This design comes from an exercise in tuning for small area on the open sky130 flow, not from production work. In this exercise RTL edits were held to simulation tests only and were not proved equivalent to the original.

**flow/design.v**
```verilog
package sidPkg;
  typedef enum logic [1:0] {
    modeBypass   = 2'd0,   
    modeLowpass  = 2'd1,   
    modeHighpass = 2'd2    
  } filterMode_t;
  typedef logic signed [15:0] sample_t;   
  typedef logic signed [16:0] wide_t;     
  typedef logic signed [11:0] voice_t;    
  function automatic wide_t satWide(input logic signed [17:0] x);
    if (x[17] != x[16]) begin
      satWide = x[17] ? 17'h10000 : 17'h0ffff;   
    end else begin
      satWide = x[16:0];
    end
  endfunction
endpackage
`timescale 1ns/1ps
module clipper (
  input  sidPkg::wide_t   in,
  output sidPkg::sample_t out
);
  logic overflow;   
  assign overflow = in[16] ^ in[15];
  always_comb begin
    if (overflow) begin
      if (in[16]) begin
        out = 16'sh8000;   
      end else begin
        out = 16'sh7fff;   
      end
    end else begin
      out = in[15:0];   
    end
  end
endmodule
`timescale 1ns/1ps
module mult16x16 (
  input  sidPkg::wide_t   signal,
  input  logic [15:0]     coef,
  output sidPkg::sample_t out
);
  sidPkg::sample_t    clipped;   
  logic signed [32:0] product;   
  clipper clip0 (
    .in (signal),
    .out(clipped)
  );
  assign product = clipped * $signed({1'b0, coef});   
  assign out     = product[31:16];                    
endmodule
module mdac16x4 (
  input  logic            clk,
  input  sidPkg::sample_t voice,
  input  logic [3:0]      vol,
  output sidPkg::sample_t out
);
  logic signed [31:0] product;   
  assign product = voice * $signed({1'b0, vol});
  always_ff @(posedge clk) begin
    out <= product[19:4];   
  end
endmodule
module mdac12x8 (
  input  logic            clk,
  input  sidPkg::voice_t  voice,
  input  logic [7:0]      env,
  output sidPkg::sample_t out
);
  logic signed [15:0] voiceHigh;   
  logic signed [31:0] product;     
  assign voiceHigh = {voice, 4'b0000};
  assign product   = voiceHigh * $signed({1'b0, env});   
  always_ff @(posedge clk) begin
    out <= product[23:8];   
  end
endmodule
`timescale 1ns/1ps
module voiceMixer (
  input  logic                   clk,
  input  logic                   rst,
  input  logic                   sampleValid,
  input  sidPkg::voice_t         voice0,
  input  sidPkg::voice_t         voice1,
  input  sidPkg::voice_t         voice2,
  input  logic [7:0]             env0,
  input  logic [7:0]             env1,
  input  logic [7:0]             env2,
  input  logic [3-1:0] filterRoute,
  output sidPkg::wide_t          filtIn,
  output sidPkg::wide_t          directSum,
  output logic                   mixValid
);
  sidPkg::voice_t         voiceArr [3];   
  logic [7:0]             envArr   [3];
  sidPkg::sample_t        scaled   [3];   
  logic [3-1:0] routeReg;                 
  logic signed [17:0]     filtAcc;                  
  logic signed [17:0]     directAcc;
  assign voiceArr[0] = voice0;
  assign voiceArr[1] = voice1;
  assign voiceArr[2] = voice2;
  assign envArr[0]   = env0;
  assign envArr[1]   = env1;
  assign envArr[2]   = env2;
  for (genvar i = 0; i < 3; i++) begin : gMdac
    mdac12x8 mdac (
      .clk  (clk),
      .voice(voiceArr[i]),
      .env  (envArr[i]),
      .out  (scaled[i])
    );
  end
  always_ff @(posedge clk) begin
    routeReg <= filterRoute;   
    if (rst) begin
      mixValid <= 1'b0;
    end else begin
      mixValid <= sampleValid;
    end
  end
  always_comb begin
    filtAcc   = '0;
    directAcc = '0;
    for (int i = 0; i < 3; i++) begin
      if (routeReg[i]) begin
        filtAcc = filtAcc + 18'(scaled[i]);   
      end else begin
        directAcc = directAcc + 18'(scaled[i]);
      end
    end
  end
  assign filtIn    = sidPkg::satWide(filtAcc);
  assign directSum = sidPkg::satWide(directAcc);
endmodule
`timescale 1ns/1ps
module voiceFilter (
  input  logic                clk,
  input  logic                rst,
  input  logic                mixValid,
  input  sidPkg::wide_t       filtIn,
  input  sidPkg::wide_t       directSum,
  input  sidPkg::filterMode_t mode,
  input  logic [15:0]         coef,
  output sidPkg::sample_t     filtOut,
  output sidPkg::wide_t       directOut,
  output logic                filtValid
);
  sidPkg::sample_t    lp;         
  logic signed [17:0] diffFull;   
  sidPkg::wide_t      diffWide;   
  sidPkg::sample_t    diff;       
  sidPkg::sample_t    multOut;    
  sidPkg::wide_t      lpSum;      
  sidPkg::sample_t    lpNext;     
  sidPkg::sample_t    inClip;     
  sidPkg::sample_t    selOut;     
  assign diffFull = {filtIn[16], filtIn} - {{2{lp[15]}}, lp};
  assign diffWide = sidPkg::satWide(diffFull);
  clipper clipDiff (
    .in (diffWide),
    .out(diff)
  );
  mult16x16 mult0 (
    .signal(diffWide),   
    .coef  (coef),
    .out   (multOut)
  );
  assign lpSum = {lp[15], lp} + {multOut[15], multOut};
  clipper clipState (
    .in (lpSum),
    .out(lpNext)
  );
  clipper clipIn (
    .in (filtIn),
    .out(inClip)
  );
  always_comb begin
    case (mode)
      sidPkg::modeLowpass:  selOut = lpNext;
      sidPkg::modeHighpass: selOut = diff;
      default:              selOut = inClip;   
    endcase
  end
  always_ff @(posedge clk) begin
    if (rst) begin
      lp        <= '0;
      filtOut   <= '0;
      directOut <= '0;
      filtValid <= 1'b0;
    end else begin
      filtValid <= mixValid;
      if (mixValid) begin
        lp        <= lpNext;
        filtOut   <= selOut;
        directOut <= directSum;   
      end
    end
  end
endmodule
`timescale 1ns/1ps
module sidAudioPath (
  input  logic                   clk,
  input  logic                   rst,
  input  logic                   sampleValid,
  input  sidPkg::voice_t         voice0,
  input  sidPkg::voice_t         voice1,
  input  sidPkg::voice_t         voice2,
  input  logic [7:0]             env0,
  input  logic [7:0]             env1,
  input  logic [7:0]             env2,
  input  logic [3-1:0] filterRoute,
  input  sidPkg::filterMode_t    mode,
  input  logic [15:0]            coef,
  input  logic [3:0]             volume,
  output sidPkg::sample_t        audioOut,
  output logic                   audioValid
);
  sidPkg::wide_t      filtIn;      
  sidPkg::wide_t      directSum;
  logic               mixValid;
  sidPkg::sample_t    filtOut;     
  sidPkg::wide_t      directOut;
  logic               filtValid;
  logic signed [17:0] finalFull;   
  sidPkg::wide_t      finalWide;
  sidPkg::sample_t    finalMix;    
  voiceMixer mixer0 (
    .clk(clk), .rst(rst), .sampleValid(sampleValid),
    .voice0(voice0), .voice1(voice1), .voice2(voice2),
    .env0(env0), .env1(env1), .env2(env2), .filterRoute(filterRoute),
    .filtIn(filtIn), .directSum(directSum), .mixValid(mixValid)
  );
  voiceFilter filter0 (
    .clk(clk), .rst(rst), .mixValid(mixValid), .filtIn(filtIn),
    .directSum(directSum), .mode(mode), .coef(coef),
    .filtOut(filtOut), .directOut(directOut), .filtValid(filtValid)
  );
  assign finalFull = {{2{filtOut[15]}}, filtOut} + {directOut[16], directOut};
  assign finalWide = sidPkg::satWide(finalFull);
  clipper clipMix (
    .in (finalWide),
    .out(finalMix)
  );
  mdac16x4 volume0 (
    .clk  (clk),
    .voice(finalMix),
    .vol  (volume),
    .out  (audioOut)   
  );
  always_ff @(posedge clk) begin
    if (rst) begin
      audioValid <= 1'b0;
    end else begin
      audioValid <= filtValid;   
    end
  end
endmodule
```
**flow/run.sh**
```bash
#!/bin/bash
# synth_recipe.tcl (not shown) runs the flow's synth.tcl, then flattens the netlist and writes it again
# the make line also repeats each setting of config.mk as NAME=value (left out here)
make -C /OpenROAD-flow-scripts/flow DESIGN_CONFIG=/design/flow/config.mk WORK_HOME=/design/flow/orfs CLKGATE_MAP_FILE= SYNTH_SCRIPT=/design/flow/synth_recipe.tcl finish
```
**flow/config.mk**
```make
export PLATFORM = sky130hd
export DESIGN_NAME = sidAudioPath
export DESIGN_NICKNAME = sidAudioPath
export VERILOG_FILES = /design/flow/design.v
export SDC_FILE = /design/flow/constraint.sdc
export NUM_CORES = 4
export LEC_CHECK = 0
export CAP_MARGIN = 20
export CORE_MARGIN = 2
export CORE_UTILIZATION = 40
export SLEW_MARGIN = 20
```
**flow/constraint.sdc**
```tcl
create_clock -name core_clock -period 25.0 [get_ports {clk}]
set_input_delay 5.0000 -clock core_clock [delete_from_list [all_inputs] [get_ports {clk}]]
set_output_delay 5.0000 -clock core_clock [all_outputs]
set_load 0.01 [all_outputs]
```
==> notes.md <==
## stage by stage
stage	util (%)	worst slack (ns)
after CTS	43.6	5.24
after global routing	43.6	3.29
final	43.6	4.99
after detailed placement	42.9	5.32
after global placement	42.9	5.75
after floorplan	-	7.79
## worst max-delay path, delay by kind of cell, from the launching register on
family | cells | cell delay (ns)
flops | 1 | 0.31
simple gates | 17 | 3.17
fa+ha+maj | 14 | 6.03
compound gates | 32 | 8.56
buf+inv | 9 | 1.22
xor+xnor | 3 | 0.59
## sequential cells by signal (all words and copies together), names as in the netlist
name,count
filter0.directOut,17
filter0.filtOut,16
audioValid,1
mixer0.gMdac.mdac.out,48
mixer0.mixValid,1
mixer0.routeReg,3
volume0.out,16
filter0.lp,16
filter0.filtValid,1
## cells by family (layout without fill, tap and decap cells)
logic type	count (synthesis)	after routing	synth area share (%)
and+or+nand+nor	1209	1209	19.0
adders and majority gates	856	856	44.6
buffers and inverters	807	856	9.63
AOI/OAI and AO/OA	644	644	13.6
xor gates and xnor gates	172	172	4.82
DFF	119	119	7.52
muxes	25	25	0.849
## layer usage
metal / global-route usage (%) / vias up / share of wire (%) / wire [um]
li1: - / 12400 / - / -
met1: 26.8 / 12400 / 45 / 36400
met2: 35.6 / 497 / 49 / 39300
met3: 2.19 / 91 / 3.5 / 2810
met4: 4.99 / 2 / 2.1 / 1690
met5: 0 / - / 0.014 / 11
## layout make-up
cell class | count | area [um^2] | area share (%)
timing repair buffer | 129 | 1220 | 3.56
clock buffer | 18 | 429 | 1.25
clock inverter | 14 | 144 | 0.419
inverter | 695 | 2610 | 7.60
multi-input combinational | 2906 | 26200 | 76.4
tap | 1050 | 1310 | 3.83
sequential | 119 | 2380 | 6.94
## path summary, 6_finish.rpt
check | end | depth (start not counted) | start
setup / recovery | filter0.filtOut[1] | 75 | mixer0.routeReg[0]
hold / removal | audioValid | 1 | filter0.filtValid
setup reg to reg | filter0.filtOut[1] | 75 | mixer0.routeReg[0]
hold reg to reg | audioValid | 1 | filter0.filtValid
## cell usage after synthesis, drive strengths merged (7+ instances only)
cell type,count
a2111oi,7
a211o,7
a211oi,51
a21boi,15
a21o,66
a21oi,162
a221oi,11
a311oi,8
a31o,8
a31oi,24
and2,320
and3,18
buf,12
clkbuf,100
dfxtp,119
fa,459
ha,379
inv,694
maj3,18
mux2,12
mux2i,13
nand2,392
nand2b,31
nand3,37
nand4,11
nor2,218
nor2b,78
nor3,37
o211ai,17
o21a,30
o21ai,138
o21bai,15
o311ai,7
o31ai,15
or2,20
or3,23
xnor2,111
xor2,61
==> notes.md <==
# TYPE chip_impl_metric gauge
chip_impl_info{name="worst_min_path_class",value="reg2reg"} 1
chip_impl_info{name="end_kind",value="flop"} 1
chip_impl_metric{name="setup-tns-final",unit="ns"} 0
chip_impl_metric{name="netlist.area_leader.share",unit="%"} 29.0
chip_impl_metric{name="number_of_antenna_violations_at_the_first_check_in_global_routing",unit=""} 1
chip_impl_info{name="netlist_top_cells_area",value="fa_1, ha_1, inv_1"} 1
chip_impl_metric{name="die_w",unit="um"} 285
chip_impl_metric{name="dp.final_hpwl",unit="mm"} 66.5
chip_impl_metric{name="synth_seq_cells",unit=""} 119
chip_impl_metric{name="fraction_of_layout_instances_using_a_drive_strength_above_1",unit="%"} 3.27
chip_impl_metric{name="instances_no_fill",unit=""} 4931
chip_impl_info{name="tritoncts",value="built"} 1
chip_impl_metric{name="place.port_buffers",unit=""} 104
chip_impl_info{name="setup.worst_path.class",value="reg2reg"} 1
chip_impl_info{name="rsz_0062_raised_after_global_routing",value="no"} 1
chip_impl_metric{name="layout.filler_cells",unit=""} 7937
chip_impl_metric{name="ant_nets",unit=""} 0
chip_impl_metric{name="tritoncts_num_sinks",unit=""} 119
chip_impl_metric{name="final_hold_viol_count",unit=""} 0
chip_impl_metric{name="summed_instance_area_of_the_synthesized_netlist",unit="um^2"} 31700
chip_impl_metric{name="cts-htree-levels",unit=""} 4
chip_impl_info{name="post-synth-top-area-cell",value="fa_1"} 1
chip_impl_metric{name="nNetsFinal",unit=""} 4794
chip_impl_metric{name="post-route-drc-count",unit=""} 0
chip_impl_info{name="dominantRegCellSynth",value="dfxtp_1"} 1
chip_impl_metric{name="global_route.overflow_total",unit=""} 0
chip_impl_info{name="critical-path-top-cell-by-count",value="a21o_1"} 1
chip_impl_metric{name="max_clock_freq",unit="GHz"} 0.0500
chip_impl_metric{name="setup-violations-final",unit=""} 0
chip_impl_metric{name="critical_path_required_time",unit="ns"} 25.37
chip_impl_metric{name="total_wire_length",unit="mm"} 80.2
chip_impl_metric{name="floorplan.initialDensity",unit="%"} 40.2
chip_impl_metric{name="worst_skew_pair.late_latency",unit="ns"} 0.48
chip_impl_metric{name="netlist_instances",unit=""} 3832
chip_impl_metric{name="grt_start_max_net_pins",unit=""} 63
chip_impl_metric{name="hold-worst-slack",unit="ns"} 0.460
chip_impl_metric{name="core-area",unit="um^2"} 78700
chip_impl_metric{name="synth_edf_count",unit=""} 0
chip_impl_metric{name="cts_buffers",unit=""} 17
chip_impl_info{name="cpMaxStageDelayCell",value="o21a_1"} 1
chip_impl_metric{name="worst-endpoint-arrival",unit="ns"} 20.39
chip_impl_metric{name="synth_warnings",unit=""} 11
chip_impl_metric{name="drv_cap",unit=""} 0
chip_impl_info{name="final_cell_mix",value="inv_1, fa_1, nand2_1"} 1
chip_impl_metric{name="yosysSeqAreaShare",unit="%"} 7.52
chip_impl_metric{name="num_io_pins",unit=""} 105
chip_impl_metric{name="overall_die_area",unit="um^2"} 81400
chip_impl_metric{name="r2r_slack",unit="ns"} 4.99
chip_impl_metric{name="ys_async_sr_fraction",unit="%"} 0
chip_impl_metric{name="worst_slew_margin_relative_to_its_limit",unit="%"} 38.0
chip_impl_metric{name="drt-wirelength-per-cell",unit="um"} 16.3
chip_impl_metric{name="cts_repair_resize_count",unit=""} 0
chip_impl_metric{name="cts_setup_buffers",unit=""} 0
chip_impl_metric{name="floorplan.die.height",unit="um"} 285
chip_impl_metric{name="core.rowCount",unit=""} 103
chip_impl_metric{name="final_period_minus_worst_setup_slack",unit="ns"} 20.01
chip_impl_metric{name="post_dp_cell_area",unit="um^2"} 33800
chip_impl_metric{name="crit_path_max_fanout",unit=""} 37
chip_impl_metric{name="critical_path.max_stage_delay",unit="ns"} 0.78
chip_impl_metric{name="antenna_cells_inserted",unit=""} 0
chip_impl_info{name="cts-root-buf",value="clkbuf_16"} 1
chip_impl_metric{name="via_count_of_the_first_global_routing_pass",unit=""} 26000
chip_impl_metric{name="drt_iter0_drc",unit=""} 1552
chip_impl_metric{name="syn_area_per_cell",unit="um^2"} 8.26
chip_impl_metric{name="vias",unit=""} 25300
chip_impl_metric{name="dr.pass1.iters",unit=""} 6
chip_impl_metric{name="place_inst",unit=""} 4899
chip_impl_metric{name="finalMaxSlewViolations",unit=""} 0
chip_impl_metric{name="clock_pin_slew_worst_setup_and_hold_paths",unit="ns"} 0.06
chip_impl_metric{name="grt_pass1_wl",unit="mm"} 134
chip_impl_metric{name="cts-root-to-sink-buffers",unit=""} 2
chip_impl_metric{name="fin_worst_skew",unit="ns"} 0.0152
chip_impl_info{name="layout_commonest_cell",value="inv_1"} 1
chip_impl_metric{name="route.detailed.vias_per_inst",unit=""} 5.14
chip_impl_metric{name="slew_at_the_pin_closest_to_its_max_slew_limit",unit="ns"} 0.918
chip_impl_metric{name="final_area",unit="um^2"} 34300
chip_impl_info{name="cp-start-kind",value="flop"} 1
chip_impl_metric{name="synth.net_count",unit=""} 4758
chip_impl_metric{name="areaGrowthSynthToFinish",unit="%"} 8.44
chip_impl_info{name="result_of_the_run",value="timing/DRC/antenna clean"} 1
chip_impl_metric{name="hold_buffers",unit=""} 0
chip_impl_metric{name="netlist-cell-type-count",unit=""} 98
chip_impl_metric{name="globalRouteTotalUtil",unit="%"} 20.3
chip_impl_metric{name="routabilityCongestion",unit=""} 0.914
chip_impl_metric{name="post_route_fraction_of_the_period_consumed_by_the_critical_path",unit="%"} 80.1

[separate check: timing with driven ports]
The flow's constraints put no driver on any port. The routed layout listed below was extracted and timed again, unchanged, in two steps. Step 1 assumes that a clkbuf_16 drives the clock port and a buf_2 every other input. Step 2 also shifts input and output timing later by t, the mid clock arrival at the registers, as if the neighbouring blocks saw the same clock. a / b / c = ideal / step 1 / step 2; a / b = the first two.
shift t [ns]: 0.528
slack for setup (ns): 4.986 / 4.986 / 4.986
worst setup path at the end: register to register
worst register clock-pin slew, ns: 0.07 / 0.07
pins driven straight from the clock port: 1
After both steps setup and hold are still met in this run. For this run, drivers alone change the setup slack by 0.000 ns; drivers and shift together by 0.000 ns.
